Context: an optimization exercise on an open-source flow, tuned for small area, a short achievable clock period and few clock cycles. The choices shown serve that exercise and are no tape-out recipe.
Only simulation tests tie the RTL to the original design; equivalence was not proved.

==> run a: inputs <==
==> flow/design.v <==
`timescale 1ns/1ns
package riscv_pkg;
    localparam logic [31:0] reset_sp = 32'h0000_1000;   
    function automatic logic [32:0] add32(input logic [31:0] a, input logic [31:0] b,
                                          input logic cin);
        logic [31:0] g;
        logic [31:0] p;
        logic [31:0] gg;
        logic [31:0] pp;
        g     = a & b;
        p     = a ^ b;
        gg    = g;
        pp    = p;
        gg[0] = g[0] | (p[0] & cin);
        for (int l = 0; l < 5; l++)
            for (int i = 0; i < 32; i++)
                if (((i >> l) & 1) == 1)
                begin
                    gg[i] = gg[i] | (pp[i] & gg[((i >> l) << l) - 1]);
                    pp[i] = pp[i] & pp[((i >> l) << l) - 1];
                end
        add32 = {gg[31], p ^ {gg[30:0], cin}};
    endfunction
endpackage
`timescale 1ns/1ns
module riscv_core
(
    input  logic        CLK,
    input  logic        rst,
    input  logic        hlt,      
    input  logic [31:0] idata,
    input  logic [31:0] datai,
    output logic [31:0] iaddr,
    output logic [31:0] datao,
    output logic [31:0] daddr,
    output logic [3:0]  be,
    output logic        wr,
    output logic        rd,
    output logic        idle
);
    logic [31:2] pc_f;               
    logic [31:1] rvalid;             
    logic        v_e;                
    logic        c_load;
    logic        c_store;
    logic        c_br;
    logic        c_pred;             
    logic        c_jalr;             
    logic        c_neg;              
    logic        c_sra;              
    logic        w_alu;              
    logic        w_load;             
    logic        we_e;               
    logic [4:0]  rd_e;
    logic [2:0]  f3_e;
    logic [31:0] op1;
    logic [31:0] op2;                
    logic [31:0] addr_e;             
    logic [31:2] alt;                
    logic [31:0] rf [1:31];
    logic [32:0] sum;
    logic [31:0] xr;
    logic        eq;
    logic        ltu;
    logic        lts;
    logic        cond;
    logic        mis;                
    logic [31:2] fix;                
    logic [4:0]  shamt;
    logic        sleft;
    logic [31:0] sin;
    logic [31:0] sout;
    logic [31:0] shr;
    logic [31:0] alu;
    logic [31:0] ld;
    logic [31:0] wb;
    logic [7:0]  lbyte;
    logic [15:0] lhalf;
    logic        wen;
    assign sum  = riscv_pkg::add32(op1, op2, c_neg);
    assign xr   = op1 ^ op2;
    assign eq   = &xr;               
    assign ltu  = !sum[32];
    assign lts  = (op1[31] == op2[31]) ? op1[31] : sum[31];
    always_comb
    begin
        case (f3_e[2:1])
            2'b00:   cond = eq;
            2'b10:   cond = lts;
            2'b11:   cond = ltu;
            default: cond = 1'b0;
        endcase
        cond = cond ^ f3_e[0];
    end
    assign mis = v_e & ((c_br & (cond ^ c_pred)) | c_jalr);
    assign fix = c_jalr ? addr_e[31:2] : alt;
    assign shamt = op2[4:0];
    assign sleft = !f3_e[2];
    always_comb
        for (int i = 0; i < 32; i++)
            sin[i] = sleft ? op1[31-i] : op1[i];
    assign shr = $signed({c_sra & op1[31], sin}) >>> shamt;
    always_comb
        for (int i = 0; i < 32; i++)
            sout[i] = sleft ? shr[31-i] : shr[i];
    always_comb
    begin
        case (f3_e)
            3'd0:    alu = sum[31:0];
            3'd1:    alu = sout;
            3'd2:    alu = {31'd0, lts};
            3'd3:    alu = {31'd0, ltu};
            3'd4:    alu = xr;
            3'd5:    alu = sout;
            3'd6:    alu = op1 | op2;
            default: alu = op1 & op2;
        endcase
    end
    assign lbyte = datai[{addr_e[1:0], 3'b000} +: 8];
    assign lhalf = addr_e[1] ? datai[31:16] : datai[15:0];
    always_comb
    begin
        case (f3_e[1:0])
            2'd0:    ld = {{24{!f3_e[2] & lbyte[7]}}, lbyte};
            2'd1:    ld = {{16{!f3_e[2] & lhalf[15]}}, lhalf};
            default: ld = datai;
        endcase
    end
    assign wb = w_load ? ld : w_alu ? alu : {alt, 2'b00};
    always_comb
    begin
        case (f3_e[1:0])
            2'd0:
            begin
                be    = 4'b0001 << addr_e[1:0];
                datao = {4{op2[7:0]}};
            end
            2'd1:
            begin
                be    = addr_e[1] ? 4'b1100 : 4'b0011;
                datao = {2{op2[15:0]}};
            end
            default:
            begin
                be    = 4'b1111;
                datao = op2;
            end
        endcase
    end
    assign daddr = addr_e;
    assign rd    = v_e & c_load;
    assign wr    = v_e & c_store;
    assign idle  = !v_e;
    assign wen   = v_e & we_e;
    assign iaddr = {pc_f, 2'b00};
    logic [4:0]  opc;
    logic [4:0]  rs1;
    logic [4:0]  rs2;
    logic [4:0]  rdi;
    logic [2:0]  f3;
    logic        d_lui;
    logic        d_auipc;
    logic        d_jal;
    logic        d_jalr;
    logic        d_br;
    logic        d_load;
    logic        d_store;
    logic        d_opi;
    logic        d_op;
    logic        d_neg;
    logic        d_x0;               
    logic        d_pred;             
    logic        stall;              
    logic [31:0] immi;
    logic [31:0] imms;
    logic [31:2] off;
    logic [31:2] inc;
    logic [31:2] tsum;
    logic [31:2] nf;
    logic [31:2] d_alt;
    logic [31:0] a1;                 
    logic [31:0] a2;
    logic [31:0] r1;
    logic [31:0] r2;
    assign opc = idata[6:2];
    assign rdi = idata[11:7];
    assign f3  = idata[14:12];
    assign rs1 = idata[19:15];
    assign rs2 = idata[24:20];
    assign d_lui   = (opc == 5'b01101);
    assign d_auipc = (opc == 5'b00101);
    assign d_jal   = (opc == 5'b11011);
    assign d_jalr  = (opc == 5'b11001);
    assign d_br    = (opc == 5'b11000);
    assign d_load  = (opc == 5'b00000);
    assign d_store = (opc == 5'b01000);
    assign d_opi   = (opc == 5'b00100);
    assign d_op    = (opc == 5'b01100);
    assign d_neg = d_br | ((d_op | d_opi) & (f3 == 3'd2 || f3 == 3'd3)) |
                   (d_op & f3 == 3'd0 & idata[30]);
    assign d_x0   = d_jalr & (rs1 == 5'd0);
    assign d_pred = d_jal | d_x0 | (d_br & idata[31]);    
    assign immi = {{21{idata[31]}}, idata[30:20]};
    assign imms = {{21{idata[31]}}, idata[30:25], idata[11:7]};
    always_comb
    begin
        if (d_br)
            off = {{20{idata[31]}}, idata[7], idata[30:25], idata[11:9]};
        else if (d_jal)
            off = {{12{idata[31]}}, idata[19:12], idata[20], idata[30:22]};
        else
            off = idata[31:12] << 10;
    end
    assign inc   = pc_f + 30'd1;
    assign tsum  = 30'(riscv_pkg::add32({pc_f, 2'b00}, {off, 2'b00}, 1'b0) >> 2);
    assign nf    = !d_pred ? inc : d_x0 ? immi[31:2] : tsum;
    assign d_alt = d_lui ? (idata[31:12] << 10) :
                   (d_auipc | (d_br & !idata[31])) ? tsum : inc;
    always_comb
    begin
        a1 = '0;
        a2 = '0;
        for (int i = 1; i < 32; i++)
        begin
            if (rs1 == 5'(i) && rvalid[i])
                a1 = a1 | rf[i];
            if (rs2 == 5'(i) && rvalid[i])
                a2 = a2 | rf[i];
        end
        if (rs1 == 5'd2 && !rvalid[2])
            a1 = riscv_pkg::reset_sp;
        if (rs2 == 5'd2 && !rvalid[2])
            a2 = riscv_pkg::reset_sp;
    end
    assign r1    = (wen && rd_e == rs1) ? wb : a1;
    assign r2    = (wen && rd_e == rs2) ? wb : a2;
    assign stall = (d_load | d_store | d_jalr) & wen & (rd_e == rs1);
    always_ff @(posedge CLK)
    begin
        if (rst)
        begin
            v_e    <= 1'b0;
            pc_f   <= '0;
            rvalid <= '0;
        end
        else if (!hlt)
        begin
            v_e <= !mis & !stall;
            if (mis)
                pc_f <= fix;
            else if (!stall)
                pc_f <= nf;
            if (wen)
                rvalid[rd_e] <= 1'b1;
        end
    end
    always_ff @(posedge CLK)
    begin
        if (!hlt)
        begin
            c_load  <= d_load;
            c_store <= d_store;
            c_br    <= d_br;
            c_pred  <= idata[31];
            c_jalr  <= d_jalr & !d_x0;
            c_neg   <= d_neg;
            c_sra   <= idata[30];
            w_alu   <= d_op | d_opi;
            w_load  <= d_load;
            we_e    <= (d_lui | d_auipc | d_jal | d_jalr | d_load | d_opi | d_op) & (rdi != 5'd0);
            rd_e    <= rdi;
            f3_e    <= f3;
            addr_e  <= 32'(riscv_pkg::add32(a1, d_store ? imms : immi, 1'b0));
            alt     <= d_alt;
            op1     <= r1;
            op2     <= (d_opi ? immi : r2) ^ {32{d_neg}};
        end
    end
    always_ff @(posedge CLK)
    begin
        if (!hlt && wen)
            rf[rd_e] <= wb;
    end
endmodule
==> flow/run.sh <==
#!/bin/bash
# synth_recipe.tcl (not shown) runs the flow's synth.tcl, then flattens the netlist and writes it again
# the make line also repeats each setting of config.mk as NAME=value (left out here)
make -C /OpenROAD-flow-scripts/flow DESIGN_CONFIG=/design/flow/config.mk WORK_HOME=/design/flow/orfs CLKGATE_MAP_FILE= SYNTH_SCRIPT=/design/flow/synth_recipe.tcl finish
==> flow/config.mk <==
export PLATFORM = sky130hd
export DESIGN_NAME = riscv_core
export DESIGN_NICKNAME = riscv_core
export VERILOG_FILES = /design/flow/design.v
export SDC_FILE = /design/flow/constraint.sdc
export NUM_CORES = 4
export LEC_CHECK = 0
export CAP_MARGIN = 40
export CORE_MARGIN = 2
export CORE_UTILIZATION = 40
export SETUP_SLACK_MARGIN = 5.0
export SLEW_MARGIN = 20
==> flow/constraint.sdc <==
create_clock -name core_clock -period 10.0 [get_ports {CLK}]
set_input_delay 2.0000 -clock core_clock [delete_from_list [all_inputs] [get_ports {CLK}]]
set_output_delay 2.0000 -clock core_clock [all_outputs]
set_load 0.01 [all_outputs]
==> inputs of run b, as changes to run a <==
--- a/flow/design.v
+++ b/flow/design.v
@@ -40,24 +40,63 @@
 );
     logic [31:2] pc_f;               
     logic [31:1] rvalid;             
-    logic        v_e;                
-    logic        c_load;
-    logic        c_store;
-    logic        c_br;
-    logic        c_pred;             
-    logic        c_jalr;             
-    logic        c_neg;              
-    logic        c_sra;              
-    logic        w_alu;              
-    logic        w_load;             
-    logic        we_e;               
-    logic [4:0]  rd_e;
-    logic [2:0]  f3_e;
+    logic        v_x;
+    logic        x_load;
+    logic        x_store;
+    logic        x_br;
+    logic        x_pred;             
+    logic        x_jalr;             
+    logic        x_neg;              
+    logic        x_sra;              
+    logic        x_alt;              
+    logic        x_we;               
+    logic [4:0]  x_rd;
+    logic [2:0]  x_f3;               
+    logic [2:0]  x_op;               
     logic [31:0] op1;
     logic [31:0] op2;                
-    logic [31:0] addr_e;             
+    logic [31:0] x_sd;               
     logic [31:2] alt;                
+    logic        v_m;
+    logic        m_load;
+    logic        m_store;
+    logic        m_we;
+    logic [4:0]  m_rd;
+    logic [2:0]  m_f3;
+    logic [31:0] m_val;              
+    logic [31:0] m_sd;               
     logic [31:0] rf [1:31];
+    logic [31:0] ld;
+    logic [31:0] wb;
+    logic [7:0]  lbyte;
+    logic [15:0] lhalf;
+    logic        m_wen;
+    assign lbyte = datai[{m_val[1:0], 3'b000} +: 8];
+    assign lhalf = m_val[1] ? datai[31:16] : datai[15:0];
+    always_comb
+    begin
+        case (m_f3[1:0])
+            2'd0:    ld = {{24{!m_f3[2] & lbyte[7]}}, lbyte};
+            2'd1:    ld = {{16{!m_f3[2] & lhalf[15]}}, lhalf};
+            default: ld = datai;
+        endcase
+    end
+    assign wb    = m_load ? ld : m_val;
+    assign m_wen = v_m & m_we;
+    always_comb
+    begin
+        case (m_f3[1:0])
+            2'd0:    be = 4'b0001 << m_val[1:0];
+            2'd1:    be = m_val[1] ? 4'b1100 : 4'b0011;
+            default: be = 4'b1111;
+        endcase
+    end
+    assign daddr = m_val;
+    assign datao = m_sd;
+    assign rd    = v_m & m_load;
+    assign wr    = v_m & m_store;
+    assign idle  = !v_m;
+    assign iaddr = {pc_f, 2'b00};
     logic [32:0] sum;
     logic [31:0] xr;
     logic        eq;
@@ -72,40 +111,37 @@
     logic [31:0] sout;
     logic [31:0] shr;
     logic [31:0] alu;
-    logic [31:0] ld;
-    logic [31:0] wb;
-    logic [7:0]  lbyte;
-    logic [15:0] lhalf;
-    logic        wen;
-    assign sum  = riscv_pkg::add32(op1, op2, c_neg);
+    logic [31:0] x_res;
+    logic        x_wen;
+    assign sum  = riscv_pkg::add32(op1, op2, x_neg);
     assign xr   = op1 ^ op2;
     assign eq   = &xr;               
     assign ltu  = !sum[32];
     assign lts  = (op1[31] == op2[31]) ? op1[31] : sum[31];
     always_comb
     begin
-        case (f3_e[2:1])
+        case (x_f3[2:1])
             2'b00:   cond = eq;
             2'b10:   cond = lts;
             2'b11:   cond = ltu;
             default: cond = 1'b0;
         endcase
-        cond = cond ^ f3_e[0];
-    end
-    assign mis = v_e & ((c_br & (cond ^ c_pred)) | c_jalr);
-    assign fix = c_jalr ? addr_e[31:2] : alt;
+        cond = cond ^ x_f3[0];
+    end
+    assign mis = v_x & ((x_br & (cond ^ x_pred)) | x_jalr);
+    assign fix = x_jalr ? sum[31:2] : alt;
     assign shamt = op2[4:0];
-    assign sleft = !f3_e[2];
+    assign sleft = !x_op[2];
     always_comb
         for (int i = 0; i < 32; i++)
             sin[i] = sleft ? op1[31-i] : op1[i];
-    assign shr = $signed({c_sra & op1[31], sin}) >>> shamt;
+    assign shr = $signed({x_sra & op1[31], sin}) >>> shamt;
     always_comb
         for (int i = 0; i < 32; i++)
             sout[i] = sleft ? shr[31-i] : shr[i];
     always_comb
     begin
-        case (f3_e)
+        case (x_op)
             3'd0:    alu = sum[31:0];
             3'd1:    alu = sout;
             3'd2:    alu = {31'd0, lts};
@@ -116,43 +152,8 @@
             default: alu = op1 & op2;
         endcase
     end
-    assign lbyte = datai[{addr_e[1:0], 3'b000} +: 8];
-    assign lhalf = addr_e[1] ? datai[31:16] : datai[15:0];
-    always_comb
-    begin
-        case (f3_e[1:0])
-            2'd0:    ld = {{24{!f3_e[2] & lbyte[7]}}, lbyte};
-            2'd1:    ld = {{16{!f3_e[2] & lhalf[15]}}, lhalf};
-            default: ld = datai;
-        endcase
-    end
-    assign wb = w_load ? ld : w_alu ? alu : {alt, 2'b00};
-    always_comb
-    begin
-        case (f3_e[1:0])
-            2'd0:
-            begin
-                be    = 4'b0001 << addr_e[1:0];
-                datao = {4{op2[7:0]}};
-            end
-            2'd1:
-            begin
-                be    = addr_e[1] ? 4'b1100 : 4'b0011;
-                datao = {2{op2[15:0]}};
-            end
-            default:
-            begin
-                be    = 4'b1111;
-                datao = op2;
-            end
-        endcase
-    end
-    assign daddr = addr_e;
-    assign rd    = v_e & c_load;
-    assign wr    = v_e & c_store;
-    assign idle  = !v_e;
-    assign wen   = v_e & we_e;
-    assign iaddr = {pc_f, 2'b00};
+    assign x_res = x_alt ? {alt, 2'b00} : alu;
+    assign x_wen = v_x & x_we;
     logic [4:0]  opc;
     logic [4:0]  rs1;
     logic [4:0]  rs2;
@@ -170,6 +171,8 @@
     logic        d_neg;
     logic        d_x0;               
     logic        d_pred;             
+    logic        use1;
+    logic        use2;
     logic        stall;              
     logic [31:0] immi;
     logic [31:0] imms;
@@ -232,53 +235,68 @@
         if (rs2 == 5'd2 && !rvalid[2])
             a2 = riscv_pkg::reset_sp;
     end
-    assign r1    = (wen && rd_e == rs1) ? wb : a1;
-    assign r2    = (wen && rd_e == rs2) ? wb : a2;
-    assign stall = (d_load | d_store | d_jalr) & wen & (rd_e == rs1);
+    assign r1 = (x_wen && x_rd == rs1) ? x_res : (m_wen && m_rd == rs1) ? wb : a1;
+    assign r2 = (x_wen && x_rd == rs2) ? x_res : (m_wen && m_rd == rs2) ? wb : a2;
+    assign use1  = d_jalr | d_br | d_load | d_store | d_opi | d_op;
+    assign use2  = d_br | d_store | d_op;
+    assign stall = x_wen & x_load & ((use1 & x_rd == rs1) | (use2 & x_rd == rs2));
     always_ff @(posedge CLK)
     begin
         if (rst)
         begin
-            v_e    <= 1'b0;
+            v_x    <= 1'b0;
+            v_m    <= 1'b0;
             pc_f   <= '0;
             rvalid <= '0;
         end
         else if (!hlt)
         begin
-            v_e <= !mis & !stall;
+            v_x <= !mis & !stall;
+            v_m <= v_x;
             if (mis)
                 pc_f <= fix;
             else if (!stall)
                 pc_f <= nf;
-            if (wen)
-                rvalid[rd_e] <= 1'b1;
+            if (m_wen)
+                rvalid[m_rd] <= 1'b1;
         end
     end
     always_ff @(posedge CLK)
     begin
         if (!hlt)
         begin
-            c_load  <= d_load;
-            c_store <= d_store;
-            c_br    <= d_br;
-            c_pred  <= idata[31];
-            c_jalr  <= d_jalr & !d_x0;
-            c_neg   <= d_neg;
-            c_sra   <= idata[30];
-            w_alu   <= d_op | d_opi;
-            w_load  <= d_load;
-            we_e    <= (d_lui | d_auipc | d_jal | d_jalr | d_load | d_opi | d_op) & (rdi != 5'd0);
-            rd_e    <= rdi;
-            f3_e    <= f3;
-            addr_e  <= 32'(riscv_pkg::add32(a1, d_store ? imms : immi, 1'b0));
+            x_load  <= d_load;
+            x_store <= d_store;
+            x_br    <= d_br;
+            x_pred  <= idata[31];
+            x_jalr  <= d_jalr & !d_x0;
+            x_neg   <= d_neg;
+            x_sra   <= idata[30];
+            x_alt   <= d_lui | d_auipc | d_jal | d_jalr;
+            x_we    <= (d_lui | d_auipc | d_jal | d_jalr | d_load | d_opi | d_op) & (rdi != 5'd0);
+            x_rd    <= rdi;
+            x_f3    <= f3;
+            x_op    <= (d_opi | d_op) ? f3 : 3'd0;
             alt     <= d_alt;
             op1     <= r1;
-            op2     <= (d_opi ? immi : r2) ^ {32{d_neg}};
+            op2     <= ((d_opi | d_load | d_jalr) ? immi : d_store ? imms : r2) ^ {32{d_neg}};
+            x_sd    <= r2;
+            m_load  <= x_load;
+            m_store <= x_store;
+            m_we    <= x_we;
+            m_rd    <= x_rd;
+            m_f3    <= x_f3;
+            m_val   <= x_res;
+            case (x_f3[1:0])
+                2'd0:    m_sd <= {4{x_sd[7:0]}};
+                2'd1:    m_sd <= {2{x_sd[15:0]}};
+                default: m_sd <= x_sd;
+            endcase
         end
     end
     always_ff @(posedge CLK)
     begin
-        if (!hlt && wen)
-            rf[rd_e] <= wb;
+        if (!hlt && m_wen)
+            rf[m_rd] <= wb;
     end
 endmodule
==> reports/metrics.cfg <==
[synthesis]
synthMuxAreaShare_pct=4.15
ys_ff_latch=1276
synth_enable_flop_cells=1213

[layout]
seq_cells=1276
multi_input_area_share_pct=35.6

[outcome]
outcome=finished clean

[power]
p_int_uw=9490

[floorplanning]
tap_cells=2204
die_h_um=414

[sta]
fin_ws_ps=4860

[detailed_routing]
drtPass1Iterations=14
routed_via_density=7.54

[critical_path]
crit_arrival_ps=5730

Source of the figures above: run b

==> reports/metrics.cfg <==
[outcome]
outcome=finished clean

[layout]
multi_input_area_share_pct=35.6

[power]
p_int_uw=8760

[detailed_routing]
routed_via_density=7.53
drtPass1Iterations=13

[floorplanning]
tap_cells=2058
die_h_um=401

[synthesis]
ys_ff_latch=1197

[critical_path]
crit_arrival_ps=6230

[sta]
fin_ws_ps=4290

Source of the figures above: run a

Testbench counts of run a, summed over its fixed seeds: cycles 22,473.
Testbench counts of run b, summed over its fixed seeds: cycles 22,579.

## afterwards: timing with drivers on the ports
How much do the figures lean on ideal ports? The routed layouts below were timed once more, with nothing changed but the port constraints.
Step 1 sets driving cells, clkbuf_16 on the clock port and buf_2 on the other inputs (assumed; they add their load-dependent delay and slew).
Step 2 also shifts input and output timing later by t, the mid clock arrival at the registers, as if the neighbouring blocks saw the same clock.
Slacks: no drivers / after step 1 / after step 2; pairs: no drivers / after step 1.
run	shift t [ns]	setup slack, ns	worst setup path at the end	latest minus earliest clock arrival (ns)	cell pins on the clock port's net
run a	0.843	4.291 / 4.286 / 3.443	input to register	0.083 / 0.083	1
run b	0.901	4.861 / 4.822 / 3.921	input to register	0.107 / 0.107	1
After both steps setup and hold are still met in every run listed. The setup slack of run b, which loses most, moves by -0.039 ns with the drivers and by -0.940 ns with both steps.
